What follows belongs to an exercise in optimizing a design on an open flow for small area and a short achievable clock period; a production flow would make more cautious choices. The RTL was checked by simulation tests, not by an equivalence proof against the original design. Power is estimated from default activity; no workload was simulated.

build 25:
## mc_bank_dispatch
module mc_bank_dispatch
#(
    parameter int NUM_BANKS  = 32,
    parameter int ADDR_W     = 32,
    parameter int DATA_W     = 256,
    parameter int FIFO_DEPTH = 8,
    parameter int BANK_LSB   = 5
) (
    input  logic                          clk,
    input  logic                          reset,
    input  logic                          sys__mc__dram_req,
    input  logic                          sys__mc__dram_rdwr,
    input  logic [ADDR_W-1:0]             sys__mc__dram_addr,
    input  logic [DATA_W-1:0]             sys__mc__dram_wr_data,
    output logic                          mc__sys__dram_busy,
    output logic                          input_fifo_empty,
    output logic [$clog2(FIFO_DEPTH):0]   input_fifo_count,
    output logic [NUM_BANKS-1:0]          dec__bnc__valid,
    output logic                          dec__bnc__rdwr,
    output logic [ADDR_W-1:0]             dec__bnc__addr,
    output logic [DATA_W-1:0]             dec__bnc__wr_data,
    input  logic [NUM_BANKS-1:0]          bnc__dec__ready
    ,
    output logic [15:0]                   stat__drop_cnt,
    output logic [31:0]                   stat__rd_cnt,
    output logic [31:0]                   stat__wr_cnt
);
    localparam int c_bank_w = $clog2(NUM_BANKS);
    localparam int c_req_w  = 1 + ADDR_W + DATA_W;
    localparam int c_cnt_w  = $clog2(FIFO_DEPTH) + 1;
    logic [c_req_w-1:0]    w_push_req, w_head_req;
    logic                  w_push, w_pop, w_xfer, w_load;
    logic [c_bank_w-1:0]   w_head_bank;
    logic [FIFO_DEPTH-1:0] wr_oh_q, rd_oh_q;
    logic [c_cnt_w-1:0]    count_q, count_d;
    logic                  full_q, empty_q;
    logic [FIFO_DEPTH-1:0] wen_q, wr_oh_d;
    logic                  nempty_q;
    logic                  out_valid_q;
    logic [NUM_BANKS-1:0]  sel_q;
  ...
clock: 4.0 ns
lec_check: 0
cap_margin: 20
core_area: 2.3 2.72 443.44 437.92
cts_cluster_diameter: 80
cts_cluster_size: 30
die_area: 0 0 445.74 440.64
setup_slack_margin: 2.3
slew_margin: 20
standard.sh (not shown) runs the stock make flow with config.mk's settings and CLKGATE_MAP_FILE= SYNTH_SCRIPT=/design/flow/synth_recipe.tcl, a recipe that flattens the netlist after the stock synthesis.
==> flow/flow/run.sh <==
#!/bin/bash
# Standard layout, with plain fast buffers (instead of the default delay
# cells) on every input and output port.
set -euo pipefail
export BUFFER_PORTS_ARGS="-buffer_cell sky130_fd_sc_hd__buf_2"
bash standard.sh > standard_flow.log 2>&1
The following lists how build 8 was set up differently from build 25:
# build 25
export LEC_CHECK = 0
export CAP_MARGIN = 20
export CORE_AREA = 2.3 2.72 443.44 437.92
export CTS_CLUSTER_DIAMETER = 80
export CTS_CLUSTER_SIZE = 30
export DIE_AREA = 0 0 445.74 440.64
export SETUP_SLACK_MARGIN = 2.3
export SLEW_MARGIN = 20
create_clock -name core_clock -period 4.0 [get_ports {clk}]
# build 8
export LEC_CHECK = 0
export CAP_MARGIN = 20
export CORE_AREA = 2.3 2.72 443.44 437.92
export CTS_CLUSTER_DIAMETER = 80
export CTS_CLUSTER_SIZE = 30
export DIE_AREA = 0 0 445.74 440.64
export SETUP_SLACK_MARGIN = 1.8
export SLEW_MARGIN = 20
create_clock -name core_clock -period 4.0 [get_ports {clk}]
==> comparison <==
Per the comparison of build 8 with build 25, sequential share of layout area higher; via count went down; internal cell power did not really move; via count of the first global-routing pass has decreased; routed wire length went down by 22%. Build 25 ended up with more cell instances than build 8 did. Delta (build 8 minus build 25): cell area shows a reduction of 10000 um2, number of resized instances in the post-cts repair step went down about 70%. Build 8 ended with more portion of the layout cell area used by clock cells than build 25.
Setup changes, build 8 to build 44
# build 8
export LEC_CHECK = 0
export CAP_MARGIN = 20
export CORE_AREA = 2.3 2.72 443.44 437.92
export CTS_CLUSTER_DIAMETER = 80
export CTS_CLUSTER_SIZE = 30
export DIE_AREA = 0 0 445.74 440.64
export SETUP_SLACK_MARGIN = 1.8
export SLEW_MARGIN = 20
create_clock -name core_clock -period 4.0 [get_ports {clk}]
# build 44
export LEC_CHECK = 0
export CAP_MARGIN = 20
export CORE_AREA = 2.3 2.72 419.98 421.6
export CTS_CLUSTER_DIAMETER = 80
export CTS_CLUSTER_SIZE = 30
export DIE_AREA = 0 0 422.28 424.32
export SETUP_SLACK_MARGIN = 1.8
export SLEW_MARGIN = 20
create_clock -name core_clock -period 4.0 [get_ports {clk}]
==> comparison <==
- Compared with build 8, build 44 shows a utilization that is 5.7 points higher.
- Going from build 8 to build 44, maximum level of the CTS H-tree comparable; die area now smaller.
- Diff build 8..build 44 | final area | negligible
- Compared with build 8, build 44 is the more power-hungry design.

========
nickel:
mc_bank_dispatch, a different RTL version from the one above (not shown whole).
Size: about 4,900 cells after synthesis, ~2,800 flip-flops.
Settings: LEC_CHECK=0, CAP_MARGIN=20, CORE_AREA=2.3 2.72 443.44 437.92, CTS_CLUSTER_DIAMETER=80, CTS_CLUSTER_SIZE=30, DIE_AREA=0 0 445.74 440.64, SETUP_SLACK_MARGIN=1.65, SLEW_MARGIN=20, TNS_END_PERCENT=10; clock period 4.0 ns.
==> flow/flow/run.sh <==
#!/bin/bash
# Standard layout, with plain fast buffers (instead of the default delay
# cells) on every input and output port, and clock tree synthesis without
# dummy balancing loads.
set -euo pipefail
export BUFFER_PORTS_ARGS="-buffer_cell sky130_fd_sc_hd__buf_2"
export CTS_ARGS="-sink_clustering_enable -repair_clock_nets -sink_clustering_size 30 -sink_clustering_max_diameter 80 -dont_use_dummy_load"
bash standard.sh > standard_flow.log 2>&1
nickel was carried through to the last stage, and its layout satisfied the timing, design-rule and antenna checks.
Modified inputs, quartz compared to nickel
Settings: a change of SETUP_SLACK_MARGIN from 1.65 to 1.8; a deleted TNS_END_PERCENT that had been 10.
==> flow/flow/run.sh <==
#!/bin/bash
# Standard layout, with plain fast buffers (instead of the default delay
# cells) on every input and output port.
set -euo pipefail
export BUFFER_PORTS_ARGS="-buffer_cell sky130_fd_sc_hd__buf_2"
bash standard.sh > standard_flow.log 2>&1
--- outcome ---
quartz closes out successfully: all stages finished, all timing, DRC and antenna checks passed. Of the two candidates, nickel has the better power and quartz the worse one. quartz — internal cell power about 4.6% higher, nickel as reference. In the flow results for quartz and nickel, the routed length per instance is larger on nickel. Setup slack: quartz more than nickel. The quantity of gates resized following cts in quartz sits 216 above the value recorded for nickel. Net switching fraction of the power: quartz vs nickel up 0.92 points. Of quartz and nickel, the higher sequential share of layout area belongs to nickel. Taking nickel as the reference, in quartz power drawn by the clock network shows an increase of about 15%, fmax shows an increase of 6.0 MHz. nickel was smaller in final cell area than quartz.
Input changes introduced in garnet (baseline for comparison: quartz):
Settings: swapping 1.8 for 1.65 in SETUP_SLACK_MARGIN.
--- outcome ---
Route | garnet vs quartz | wire shorter in garnet. The core of garnet is less densely filled than that of quartz. Of garnet and quartz, quartz shows the higher number of post-CTS setup repair buffers, with garnet below it. Routing usage on met2 was lower in the run labelled garnet.
#### Input delta (juniper over garnet)
Settings: changing SETUP_SLACK_MARGIN from 1.65 to 2.0; setting TNS_END_PERCENT to 10 for the first time.
==> flow/flow/run.sh <==
#!/bin/bash
# Standard layout, with plain fast buffers (instead of the default delay
# cells) on every input and output port, and clock tree synthesis without
# dummy balancing loads.
set -euo pipefail
export BUFFER_PORTS_ARGS="-buffer_cell sky130_fd_sc_hd__buf_2"
export CTS_ARGS="-sink_clustering_enable -repair_clock_nets -sink_clustering_size 30 -sink_clustering_max_diameter 80 -dont_use_dummy_load"
bash standard.sh > standard_flow.log 2>&1
Notes after the runs:
- juniper: post-route fraction of the period consumed by the critical path 1.1 points below garnet
- Diff garnet..juniper | post-placement cell area | unchanged
- Going from garnet to juniper, met1 layer wirelength in the final routing climbed 1.4%; power moved down; relative contribution of combinational cells to total power rose 0.6 points.
What lagoon does differently from juniper at the input level:
Settings: a change of TNS_END_PERCENT from 10 to 25; a change of SETUP_SLACK_MARGIN from 2.0 to 1.8.
### Flow results
Summary — sequential share of layout area, lagoon relative to juniper: higher, by 0.33 points.
Wire: lagoon routes less than juniper
lagoon vs. juniper: total internal power level, total power did not really move, wire length on met2 went down 1.3%.
lagoon vs. juniper: max capacitance violation total was more or less identical; net count reported at finish moved down; maximum frequency held steady.
Compared with juniper, the detailed router inserted fewer vias in lagoon.
In lagoon the proportion of final cell area spent on non-clock buffers turned out 0.28 points lower than in juniper.
lagoon: first-pass GRT wire length about 0.8% below juniper

========
Setup of lane 1:
Another version of the RTL of mc_bank_dispatch (not shown whole).
Size in the first run: ~5000 cells after synthesis.
Settings: LEC_CHECK=0, CAP_MARGIN=20, CORE_AREA=2.3 2.72 443.44 437.92, CTS_CLUSTER_DIAMETER=80, CTS_CLUSTER_SIZE=30, DIE_AREA=0 0 445.74 440.64, SETUP_SLACK_MARGIN=1.8, SLEW_MARGIN=20, TNS_END_PERCENT=0; clock period 4.0 ns.
==> flow/flow/run.sh <==
#!/bin/bash
# Standard layout, with plain fast buffers (instead of the default delay
# cells) on every input and output port.
set -euo pipefail
export BUFFER_PORTS_ARGS="-buffer_cell sky130_fd_sc_hd__buf_2"
bash standard.sh > standard_flow.log 2>&1
In summary, lane 1 completed successfully, with a layout that passed the timing, design-rule and antenna checks.
Setup changes, lane 1 to lane 2
-- flow/config.mk --
<<< lane 1, line 13
export SETUP_SLACK_MARGIN = 1.8
export SLEW_MARGIN = 20
export TNS_END_PERCENT = 0
>>> lane 2, line 13
export SETUP_SLACK_MARGIN = 1.8
export SLEW_MARGIN = 20
## What came out
Lane 2 ended with every stage complete and zero timing, DRC or antenna violations.
Compared with lane 1, lane 2 shows slack of the worst reg-to-reg path higher by 90 ps.
Summary of lane 2 over lane 1: share of the cycle needed by the critical path after routing went down by 2.8 points, signal arrival time at the worst endpoint went down by 110 ps, number of levels in the clock H-tree was more or less identical.
Summary: with lane 1 as the reference, overall power of the completed layout in lane 2 moved up slightly.

========
build 48:
The RTL this note starts from:
==> flow/design.v <==
`default_nettype none
package mc_dec_pkg;
    localparam logic MC_RD = 1'b0;
    localparam logic MC_WR = 1'b1;
    localparam int MC_ADDR_W = 32;
    localparam int MC_DATA_W = 256;
    typedef struct packed {
        logic                 rdwr;
        logic [MC_ADDR_W-1:0] addr;
        logic [MC_DATA_W-1:0] wr_data;
    } mc_req_t;
    function automatic int mc_bank_idx(input logic [63:0] addr, input int lsb, input int bank_w);
        logic [63:0] mask;
        mask = (64'd1 << bank_w) - 64'd1;
        mc_bank_idx = (addr >> lsb) & mask;
    endfunction
endpackage
`default_nettype wire
`default_nettype none
module mc_sync_fifo
#(
    parameter int WIDTH = 289,
    parameter int DEPTH = 8
) (
    input  logic                   clk,
    input  logic [DEPTH-1:0]       wsel,
    input  logic [DEPTH-1:0]       rsel,
    input  logic [WIDTH-1:0]       wdata,
    output logic [WIDTH-1:0]       rdata
);
    logic [WIDTH-1:0] mem_q [DEPTH];
    always_ff @(posedge clk) begin
        for (int i = 0; i < DEPTH; i++)
            if (wsel[i]) mem_q[i] <= wdata;
    end
    always_comb begin
        rdata = '0;
        for (int i = 0; i < DEPTH; i++)
            rdata = rdata | (mem_q[i] & {WIDTH{rsel[i]}});
    end
endmodule
`default_nettype wire
`default_nettype none
module mc_bank_dispatch
#(
    parameter int NUM_BANKS  = 32,
    parameter int ADDR_W     = 32,
    parameter int DATA_W     = 256,
    parameter int FIFO_DEPTH = 8,
    parameter int BANK_LSB   = 5
) (
    input  logic                          clk,
    input  logic                          reset,
    input  logic                          sys__mc__dram_req,
    input  logic                          sys__mc__dram_rdwr,
    input  logic [ADDR_W-1:0]             sys__mc__dram_addr,
    input  logic [DATA_W-1:0]             sys__mc__dram_wr_data,
    output logic                          mc__sys__dram_busy,
    output logic                          input_fifo_empty,
    output logic [$clog2(FIFO_DEPTH):0]   input_fifo_count,
    output logic [NUM_BANKS-1:0]          dec__bnc__valid,
    output logic                          dec__bnc__rdwr,
    output logic [ADDR_W-1:0]             dec__bnc__addr,
    output logic [DATA_W-1:0]             dec__bnc__wr_data,
    input  logic [NUM_BANKS-1:0]          bnc__dec__ready
    ,
    output logic [15:0]                   stat__drop_cnt,
    output logic [31:0]                   stat__rd_cnt,
    output logic [31:0]                   stat__wr_cnt
);
    localparam int c_bank_w = $clog2(NUM_BANKS);
    localparam int c_req_w  = 1 + ADDR_W + DATA_W;
    localparam int c_cnt_w  = $clog2(FIFO_DEPTH) + 1;
    logic [c_req_w-1:0]    w_push_req, w_head_req;
    logic                  w_push, w_pop, w_xfer, w_load, w_hit;
    logic [c_bank_w-1:0]   w_head_bank;
    logic [FIFO_DEPTH-1:0] wr_oh_q, rd_oh_q;
    logic [c_cnt_w-1:0]    count_q, count_d;
    logic                  full_q, empty_q;
    logic [FIFO_DEPTH-1:0] wen_q, wr_oh_d;
    logic                  nempty_q;
    logic                  out_valid_q;
    logic [NUM_BANKS-1:0]  sel_q;
    logic [NUM_BANKS-1:0]  selx_q;
    logic [c_req_w-1:0]    out_req_q;
    assign w_push_req = {sys__mc__dram_rdwr, sys__mc__dram_addr, sys__mc__dram_wr_data};
    assign w_push     = sys__mc__dram_req && !full_q;
    assign w_hit      = |(selx_q & bnc__dec__ready);
    assign w_xfer     = out_valid_q && w_hit;
    assign w_load     = !out_valid_q || w_hit;
    assign w_pop      = w_load && nempty_q;
    mc_sync_fifo #(
        .WIDTH (c_req_w),
        .DEPTH (FIFO_DEPTH)
    ) u_fifo (
        .clk   (clk),
        .wsel  (wen_q),
        .rsel  (rd_oh_q),
        .wdata (w_push_req),
        .rdata (w_head_req)
    );
    assign w_head_bank = w_head_req[DATA_W + BANK_LSB +: c_bank_w];
    assign wr_oh_d = w_push ? {wr_oh_q[FIFO_DEPTH-2:0], wr_oh_q[FIFO_DEPTH-1]} : wr_oh_q;
    logic w_inc, w_dec, full_d, nempty_d;
    logic [c_cnt_w-1:0] count_up, count_dn;
    assign w_inc    = w_push && !w_pop;
    assign w_dec    = w_pop && !w_push;
    assign count_up = count_q + c_cnt_w'(1);
    assign count_dn = count_q - c_cnt_w'(1);
    assign count_d  = w_inc ? count_up : (w_dec ? count_dn : count_q);
    assign full_d   = w_inc ? (count_q == c_cnt_w'(FIFO_DEPTH - 1)) : (full_q && !w_dec);
    assign nempty_d = w_inc || (nempty_q && !(w_dec && count_q == c_cnt_w'(1)));
    always_ff @(posedge clk or negedge reset) begin
        if (!reset) begin
            wr_oh_q     <= {{(FIFO_DEPTH-1){1'b0}}, 1'b1};
            rd_oh_q     <= {{(FIFO_DEPTH-1){1'b0}}, 1'b1};
            count_q     <= '0;
            full_q      <= 1'b0;
            empty_q     <= 1'b1;
            wen_q       <= {{(FIFO_DEPTH-1){1'b0}}, 1'b1};
            nempty_q    <= 1'b0;
            out_valid_q <= 1'b0;
            sel_q       <= '0;
        end else begin
            wr_oh_q <= wr_oh_d;
            if (w_pop)  rd_oh_q <= {rd_oh_q[FIFO_DEPTH-2:0], rd_oh_q[FIFO_DEPTH-1]};
            count_q <= count_d;
            full_q   <= full_d;
            empty_q  <= !nempty_d;
            wen_q    <= wr_oh_d & {FIFO_DEPTH{!full_d}};
            nempty_q <= nempty_d;
            if (w_load) begin
                out_valid_q <= nempty_q;
                for (int b = 0; b < NUM_BANKS; b++)
                    sel_q[b] <= nempty_q && (w_head_bank == c_bank_w'(b));
            end
        end
    end
    always_ff @(posedge clk) begin
        if (w_load) begin
            out_req_q <= w_head_req;
            for (int b = 0; b < NUM_BANKS; b++)
                selx_q[b] <= nempty_q && (w_head_bank == c_bank_w'(b));
        end
    end
    assign mc__sys__dram_busy = full_q;
    assign input_fifo_empty   = empty_q;
    assign input_fifo_count   = count_q;
    assign dec__bnc__valid    = sel_q;
    assign dec__bnc__rdwr     = out_req_q[c_req_w-1];
    assign dec__bnc__addr     = out_req_q[DATA_W +: ADDR_W];
    assign dec__bnc__wr_data  = out_req_q[DATA_W-1:0];
    logic [15:0] drop_cnt_q;
    logic [31:0] rd_cnt_q;
    logic [31:0] wr_cnt_q;
    always_ff @(posedge clk or negedge reset) begin
        if (!reset) begin
            drop_cnt_q <= '0;
            rd_cnt_q   <= '0;
            wr_cnt_q   <= '0;
        end else begin
            if (sys__mc__dram_req && full_q && (drop_cnt_q != 16'hFFFF))
                drop_cnt_q <= drop_cnt_q + 16'd1;
            if (w_xfer && out_req_q[c_req_w-1] == mc_dec_pkg::MC_WR) wr_cnt_q <= wr_cnt_q + 32'd1;
            if (w_xfer && out_req_q[c_req_w-1] == mc_dec_pkg::MC_RD) rd_cnt_q <= rd_cnt_q + 32'd1;
        end
    end
    assign stat__drop_cnt = drop_cnt_q;
    assign stat__rd_cnt   = rd_cnt_q;
    assign stat__wr_cnt   = wr_cnt_q;
endmodule
`default_nettype wire
export LEC_CHECK = 0
export CAP_MARGIN = 20
export CORE_AREA = 2.3 2.72 443.44 437.92
export CTS_CLUSTER_DIAMETER = 80
export CTS_CLUSTER_SIZE = 30
export DIE_AREA = 0 0 445.74 440.64
export SETUP_SLACK_MARGIN = 1.8
export SLEW_MARGIN = 20
export TNS_END_PERCENT = 10
create_clock -name core_clock -period 4.0 [get_ports {clk}]
==> flow/flow/run.sh <==
#!/bin/bash
# Standard layout, with plain fast buffers (instead of the default delay
# cells) on every input and output port, and clock tree synthesis without
# dummy balancing loads.
set -euo pipefail
export BUFFER_PORTS_ARGS="-buffer_cell sky130_fd_sc_hd__buf_2"
export CTS_ARGS="-sink_clustering_enable -repair_clock_nets -sink_clustering_size 30 -sink_clustering_max_diameter 80 -dont_use_dummy_load"
bash standard.sh > standard_flow.log 2>&1
Build 48: no failed stages, no open violations at the end
The inputs of build 49 differ from those of build 48 as listed below.
# build 48
export LEC_CHECK = 0
export CAP_MARGIN = 20
export CORE_AREA = 2.3 2.72 443.44 437.92
export CTS_CLUSTER_DIAMETER = 80
export CTS_CLUSTER_SIZE = 30
export DIE_AREA = 0 0 445.74 440.64
export SETUP_SLACK_MARGIN = 1.8
export SLEW_MARGIN = 20
export TNS_END_PERCENT = 10
create_clock -name core_clock -period 4.0 [get_ports {clk}]
# build 49
export LEC_CHECK = 0
export CAP_MARGIN = 20
export CORE_AREA = 2.3 2.72 443.44 437.92
export CTS_CLUSTER_DIAMETER = 80
export CTS_CLUSTER_SIZE = 30
export DIE_AREA = 0 0 445.74 440.64
export SETUP_SLACK_MARGIN = 1.8
export SLEW_MARGIN = 20
export TNS_END_PERCENT = 0
create_clock -name core_clock -period 4.0 [get_ports {clk}]
==> flow/flow/run.sh <==
#!/bin/bash
# Standard layout, with plain fast buffers (instead of the default delay
# cells) on every input and output port.
set -euo pipefail
export BUFFER_PORTS_ARGS="-buffer_cell sky130_fd_sc_hd__buf_2"
bash standard.sh > standard_flow.log 2>&1
- NOTE: initial antenna violation count in build 49 exceeds that of build 48
- Cell depth of the worst flop-to-flop path for build 49: 1 down relative to build 48
- Taking build 48 as the reference, in build 49 wire length lower; sequential share of cell area lower; global-route usage lower; share of final layout cell area taken by clock buffers and inverters higher.
- A beginning of the critical path of out_req_q[161] is what build 48 shows, while selx_q[17] belongs to build 49.
- On count of fill cells added during filler insertion, build 49 tracks build 48 almost exactly.
--- input diff build 49..build 16 ---
# build 49
export LEC_CHECK = 0
export CAP_MARGIN = 20
export CORE_AREA = 2.3 2.72 443.44 437.92
export CTS_CLUSTER_DIAMETER = 80
export CTS_CLUSTER_SIZE = 30
export DIE_AREA = 0 0 445.74 440.64
export SETUP_SLACK_MARGIN = 1.8
export SLEW_MARGIN = 20
export TNS_END_PERCENT = 0
create_clock -name core_clock -period 4.0 [get_ports {clk}]
# build 16
export LEC_CHECK = 0
export CAP_MARGIN = 20
export CORE_AREA = 2.3 2.72 443.44 437.92
export CTS_CLUSTER_DIAMETER = 80
export CTS_CLUSTER_SIZE = 30
export DIE_AREA = 0 0 445.74 440.64
export SETUP_SLACK_MARGIN = 1.8
export SLEW_MARGIN = 20
export TNS_END_PERCENT = 5
create_clock -name core_clock -period 4.0 [get_ports {clk}]
==> flow/flow/run.sh <==
#!/bin/bash
# Standard layout, with plain fast buffers (instead of the default delay
# cells) on every input and output port, and clock tree synthesis without
# dummy balancing loads.
set -euo pipefail
export BUFFER_PORTS_ARGS="-buffer_cell sky130_fd_sc_hd__buf_2"
export CTS_ARGS="-sink_clustering_enable -repair_clock_nets -sink_clustering_size 30 -sink_clustering_max_diameter 80 -dont_use_dummy_load"
bash standard.sh > standard_flow.log 2>&1
==> comparison <==
| multi-input combinational area share | build 49 vs build 16 | ≈ equal |. Between build 49 and build 16, the flow reports total routed wirelength increasing slightly. | area growth from synthesis to layout | build 16 vs build 49 | 0.65 points lower |. Build 49 → build 16: setup slack after layout climbed 0.076 ns, number of non-clock buffers picked up an extra 32.

==> static timing again, ports no longer ideal <==
In the flow no input, the clock included, has a driving cell. The finished layouts below were timed again as built, in two steps. Step 1, drivers: a clkbuf_16 drives clk and a buf_2 each remaining input, both assumed. Step 2 moves the port delays by t, midway between the first and last clock arrival at a register: inputs arrive t later, outputs are due t later. That takes back most of the time a late clock gives input paths. Three values: ideal ports, drivers, drivers and shift; two values: the first two.
run	t, ns	slack for setup (ns)	hold slack, ns
build 25	0.918	1.393 / 1.393 / 0.927	0.054 / 0.007 / 0.496
build 8	0.895	1.552 / 1.531 / 1.005	0.077 / 0.034 / 0.493
build 44	0.885	1.546 / 1.546 / 1.028	0.059 / 0.022 / 0.503
nickel	0.871	1.567 / 1.550 / 1.091	0.046 / 0.001 / 0.473
quartz	0.899	1.602 / 1.516 / 1.230	0.053 / 0.010 / 0.498
garnet	0.899	1.581 / 1.495 / 1.192	0.052 / 0.009 / 0.476
juniper	0.877	1.625 / 1.552 / 1.143	0.043 / -0.001 / 0.473
lagoon	0.872	1.623 / 1.566 / 1.166	0.063 / 0.021 / 0.473
lane 1	0.878	1.544 / 1.464 / 1.090	0.070 / 0.031 / 0.467
lane 2	0.889	1.654 / 1.569 / 1.158	0.230 / 0.164 / 0.468
build 48	0.877	1.634 / 1.549 / 1.173	0.038 / -0.005 / 0.473
build 49	0.893	1.510 / 1.499 / 1.012	0.050 / 0.007 / 0.476
build 16	0.875	1.586 / 1.551 / 1.105	0.043 / -0.002 / 0.473
After both steps every run listed still meets setup and hold. For build 8, which loses most, drivers alone change the setup slack by -0.021 ns; drivers and shift together by -0.547 ns.
